From an optimization exercise on the open Yosys and OpenROAD flow, aimed at small area, a short achievable clock period and few clock cycles; shortcuts taken in it are not production practice. Function was checked by simulation only, so behaviour that the tests miss may differ from the original. No activity file was given, so power comes from the tool's default toggle rates.

==> flow/design.v <==
`timescale 1ns/10ps
`default_nettype none
module core_top
(
  input  logic        clk,
  input  logic        rst,
  output logic [31:0] mem_if_addr,
  output logic        mem_if_req,
  input  logic [31:0] mem_if_rdata,
  input  logic        mem_if_ack,
  output logic [31:0] mem_data_addr,
  output logic [15:0] mem_data_wdata,
  output logic        mem_data_we,
  output logic        mem_data_req,
  input  logic [15:0] mem_data_rdata,
  input  logic        mem_data_ack,
  output logic        halted,
  output logic [31:0] current_pc
);
  localparam logic [2:0] C_NOP = 3'd0, C_ALU = 3'd1, C_MOVI = 3'd2, C_LD = 3'd3,
                         C_ST = 3'd4, C_BR = 3'd5, C_HLT = 3'd6;
  function automatic logic [5:0] decode(input logic [7:0] op);
    logic [2:0] c, s;
    c = C_NOP;
    s = 3'd0;
    case (op)
      8'h01: begin c = C_ALU; s = 3'd0; end
      8'h02: begin c = C_ALU; s = 3'd1; end
      8'h03: begin c = C_ALU; s = 3'd2; end
      8'h04: begin c = C_ALU; s = 3'd3; end
      8'h05: begin c = C_ALU; s = 3'd4; end
      8'h10: c = C_MOVI;
      8'h20: c = C_LD;
      8'h21: c = C_ST;
      8'h30: begin c = C_BR; s = 3'd0; end
      8'h31: begin c = C_BR; s = 3'd1; end
      8'h32: begin c = C_BR; s = 3'd2; end
      8'h33: begin c = C_BR; s = 3'd3; end
      8'hff: c = C_HLT;
      default: ;
    endcase
    decode = {c, s};
  endfunction
  function automatic logic taken(input logic [1:0] s, input logic z, input logic v);
    case (s)
      2'd0: taken = z;
      2'd1: taken = !z;
      2'd2: taken = v;
      default: taken = 1'b1;
    endcase
  endfunction
  logic [31:0] fa;         
  logic        freq;       
  logic        fstop;      
  logic        z_q, v_q;
  logic [15:0] rf [16];
  logic        halted_q;
  logic        dv;
  logic        d_alu, d_sub, d_movi, d_ld, d_st, d_br, d_hlt;
  logic [2:0]  dsub;
  logic [3:0]  drd, drs1;
  logic [3:0]  dib;        
  logic [15:0] dimm;
  logic        ev;
  logic [5:0]  eop;
  logic        ecin;       
  logic [3:0]  erd;
  logic [15:0] opa, opb;
  logic        wv;
  logic [3:0]  wrd;
  logic [15:0] wdat;
  logic        dreq, dwe;
  logic [15:0] daddr, dwdata;
  logic [3:0]  ldrd;
  logic        ack, ldp, ldw, dfree;
  assign ack   = freq && mem_if_ack;
  assign ldp   = dreq && !dwe;               
  assign ldw   = ldp && mem_data_ack;        
  assign dfree = !dreq || mem_data_ack;      
  logic [15:0] sum, lres, res;
  logic [16:0] sum17;
  logic        e_alu, v_res, z_res, z_arith, z_logic, park, ex_free;
  assign e_alu   = ev && (eop[3:0] != 4'b0);
  assign sum17   = {opa, 1'b1} + {opb, ecin};
  assign sum     = sum17[16:1];
  assign lres    = ({16{eop[1]}} & (opa & opb)) | ({16{eop[2]}} & (opa | opb)) |
                   ({16{eop[3]}} & (opa ^ opb));
  assign res     = ({16{eop[0]}} & sum) | lres | ({16{eop[4]}} & opb) | ({16{eop[5]}} & opa);
  assign v_res   = eop[0] && (opa[15] == opb[15]) && (sum[15] != opa[15]);
  assign z_arith = ((opa ^ opb) == {opa[14:0] | opb[14:0], ecin});
  assign z_logic = (lres == 16'h0);
  assign z_res   = eop[0] ? z_arith : z_logic;
  assign park    = ev && ldw;
  assign ex_free = !park;
  logic [15:0] ra, rb;
  logic        fa_hit, fb_hit;
  logic        need_a, need_b, writes, haz;
  logic        rd_alu, rd_ld, rd_st, rd_br, rd_hlt, rd_done, rd_free;
  assign fa_hit = wv && (wrd == drs1);
  assign fb_hit = wv && (wrd == dib);
  always_comb begin
    ra = fa_hit ? wdat : 16'h0;
    rb = fb_hit ? wdat : 16'h0;
    for (int i = 0; i < 16; i++) begin
      ra = ra | ((!fa_hit && drs1 == 4'(i)) ? rf[i] : 16'h0);
      rb = rb | ((!fb_hit && dib == 4'(i)) ? rf[i] : 16'h0);
    end
  end
  assign need_a = d_alu;
  assign need_b = d_alu || d_st;
  assign writes = d_alu || d_movi;
  assign haz = (need_a && ((ldp && ldrd == drs1) || (ev && erd == drs1))) ||
               (need_b && ((ldp && ldrd == dib) || (ev && erd == dib))) ||
               (writes && ldp && ldrd == drd);
  assign rd_alu  = dv && writes && !haz && ex_free;
  assign rd_ld   = dv && d_ld && dfree;
  assign rd_st   = dv && d_st && !haz && dfree;
  assign rd_br   = dv && d_br && !e_alu;
  assign rd_hlt  = dv && d_hlt && dfree;
  assign rd_done = rd_alu || rd_ld || rd_st || rd_br;
  assign rd_free = !dv || rd_done;
  logic [31:0] nw;
  logic [2:0]  ncls, nsub;
  logic        nbr_now, nld_now, nhlt_now, nenter, nreplay, ntaken;
  assign nw = mem_if_rdata;
  assign {ncls, nsub} = decode(nw[31:24]);
  assign ntaken   = taken(nsub[1:0], z_q, v_q);
  assign nbr_now  = (ncls == C_BR) && ((!dv && !e_alu) || nsub[1:0] == 2'd3);
  assign nld_now  = (ncls == C_LD) && !dv && dfree;
  assign nhlt_now = (ncls == C_HLT) && !dv && dfree;
  assign nenter   = ack && (ncls != C_NOP) && !nbr_now && !nld_now && !nhlt_now;
  assign nreplay  = nenter && !rd_free;
  logic fstop_n;
  always_comb begin
    fstop_n = fstop;
    if (nenter && !nreplay && (ncls == C_BR || ncls == C_HLT)) fstop_n = 1'b1;
    if (ack && nhlt_now) fstop_n = 1'b1;
    if (rd_br) fstop_n = 1'b0;
  end
  always_ff @(posedge clk) begin
    if (rst) begin
      fa       <= 32'h0;
      freq     <= 1'b1;
      fstop    <= 1'b0;
      dv       <= 1'b0;
      ev       <= 1'b0;
      wv       <= 1'b0;
      dreq     <= 1'b0;
      z_q      <= 1'b0;
      v_q      <= 1'b0;
      halted_q <= 1'b0;
    end else begin
      fstop <= fstop_n;
      if (ack) begin
        if (nbr_now) fa <= ntaken ? {16'h0, nw[15:0]} : fa + 32'd4;
        else if (ncls != C_BR && ncls != C_HLT && !nreplay) fa <= fa + 32'd4;
      end else if (rd_br) begin
        fa <= taken(dsub[1:0], z_q, v_q) ? {16'h0, dimm} : fa + 32'd4;
      end
      if (freq && !mem_if_ack) freq <= 1'b1;
      else freq <= !fstop_n;
      if (rd_done) dv <= 1'b0;
      if (nenter && !nreplay) dv <= 1'b1;
      if (ex_free) ev <= rd_alu;
      if (e_alu) begin
        z_q <= z_res;
        v_q <= v_res;
      end
      wv <= ldw || ev;
      if (dreq && mem_data_ack) dreq <= 1'b0;
      if ((ack && nld_now) || rd_ld || rd_st) dreq <= 1'b1;
      if (dfree) begin
        dwe    <= dv && d_st;
        daddr  <= dv ? dimm : nw[15:0];
        dwdata <= rb;
        ldrd   <= dv ? drd : nw[23:20];
      end
      if (rd_hlt || (ack && nhlt_now)) halted_q <= 1'b1;
    end
  end
  always_ff @(posedge clk) begin
    if (rd_free) begin
      d_alu  <= (ncls == C_ALU);
      d_sub  <= (ncls == C_ALU) && (nsub == 3'd1);
      d_movi <= (ncls == C_MOVI);
      d_ld   <= (ncls == C_LD);
      d_st   <= (ncls == C_ST);
      d_br   <= (ncls == C_BR);
      d_hlt  <= (ncls == C_HLT);
      dsub   <= nsub;
      drd    <= nw[23:20];
      drs1   <= nw[19:16];
      dib    <= nw[29] ? nw[23:20] : nw[15:12];
      dimm   <= nw[15:0];
    end
    if (ex_free) erd <= drd;
    eop  <= !ex_free ? 6'b100000 :
            d_movi   ? 6'b010000 :
            (dsub == 3'd2) ? 6'b000010 :
            (dsub == 3'd3) ? 6'b000100 :
            (dsub == 3'd4) ? 6'b001000 : 6'b000001;
    ecin <= d_sub;
    opa  <= ex_free ? ra : res;
    opb  <= d_movi ? dimm : (d_sub ? ~rb : rb);
    wrd  <= ldw ? ldrd : erd;
    wdat <= ldw ? mem_data_rdata : res;
  end
  always_ff @(posedge clk) begin
    if (wv) rf[wrd] <= wdat;
  end
  assign mem_if_addr    = fa;
  assign mem_if_req     = freq;
  assign mem_data_addr  = {16'h0, daddr};
  assign mem_data_wdata = dwdata;
  assign mem_data_we    = dwe;
  assign mem_data_req   = dreq;
  assign halted         = halted_q;
  assign current_pc     = fa;
endmodule
`default_nettype wire
Settings: LEC_CHECK=0, CAP_MARGIN=20, CORE_MARGIN=2, CORE_UTILIZATION=40, CTS_CLUSTER_DIAMETER=80, CTS_CLUSTER_SIZE=22, PLACE_DENSITY=0.6, SETUP_SLACK_MARGIN=2.2, SLEW_MARGIN=20; clock period 5.5 ns.
standard.sh (not shown) runs the stock make flow with config.mk's settings and CLKGATE_MAP_FILE= SYNTH_SCRIPT=/design/flow/synth_recipe.tcl, a recipe that flattens the netlist after the stock synthesis.
==> flow/flow/run.sh <==
#!/bin/bash
# Standard layout, with plain buffers on the ports instead of the default
# delay cells. Each step's log stays in this folder.
set -euo pipefail
export BUFFER_PORTS_ARGS="-buffer_cell sky130_fd_sc_hd__buf_2"
bash standard.sh synth > synth.log 2>&1
bash standard.sh finish > layout.log 2>&1
Testbench counts at the start, summed over its fixed seeds: cycles 112,029.
Edit:
--- a/flow/design.v
+++ b/flow/design.v
@@ -95,18 +95,21 @@
   logic [15:0] ra, rb;
   logic        fa_hit, fb_hit;
   logic        need_a, need_b, writes, haz;
   logic        rd_alu, rd_ld, rd_st, rd_br, rd_hlt, rd_done, rd_free;
+  logic [15:0] qa, qb;
   assign fa_hit = wv && (wrd == drs1);
   assign fb_hit = wv && (wrd == dib);
   always_comb begin
-    ra = fa_hit ? wdat : 16'h0;
-    rb = fb_hit ? wdat : 16'h0;
+    qa = 16'h0;
+    qb = 16'h0;
     for (int i = 0; i < 16; i++) begin
-      ra = ra | ((!fa_hit && drs1 == 4'(i)) ? rf[i] : 16'h0);
-      rb = rb | ((!fb_hit && dib == 4'(i)) ? rf[i] : 16'h0);
+      qa = qa | ((drs1 == 4'(i)) ? rf[i] : 16'h0);
+      qb = qb | ((dib == 4'(i)) ? rf[i] : 16'h0);
     end
   end
+  assign ra = fa_hit ? wdat : qa;
+  assign rb = fb_hit ? wdat : qb;
   assign need_a = d_alu;
   assign need_b = d_alu || d_st;
   assign writes = d_alu || d_movi;
   assign haz = (need_a && ((ldp && ldrd == drs1) || (ev && erd == drs1))) ||
Setup slack improved by 0.14 ns.
Total power shrinks slightly.
Worst hold slack loses 0.0062 ns.
Sequential share of layout area rises by 2.2 points.
Clock-buffer cell count is lower by 4.
Clock power went up by a few percent.
Final cell count shrinks by a few percent.
Non-clock buffer count decreases by 9.
Global-route usage drops by 1.0 points.
Testbench counts after the change, summed over its fixed seeds: cycles 112,029.

static timing again, ports no longer ideal:
In the flow no input, the clock included, has a driving cell. The finished layouts below were timed again as built, in two steps. Step 1 sets driving cells, clkbuf_16 on the clock port and buf_2 on the other inputs (assumed; they add their load-dependent delay and slew). Step 2 adds t to the input delays and takes it off the output delays; t is the mean of the earliest and latest rising clock arrival at the registers after step 1. Input paths then give back, and output paths get back, about the clock's delay inside the block. a / b / c = ideal ports / drivers / drivers and shift; a / b = the first two.
run	t (ns)	setup slack, ns	slew at the worst register clock pin (ns)	cell pins on the clock port's net
the first run	0.651	2.204 / 2.204 / 1.711	0.10 / 0.10	1
the second run	0.638	2.342 / 2.342 / 1.752	0.10 / 0.10	1
After both steps every run listed still meets setup and hold. For the second run, which loses most, drivers alone change the setup slack by 0.000 ns; drivers and shift together by -0.590 ns.
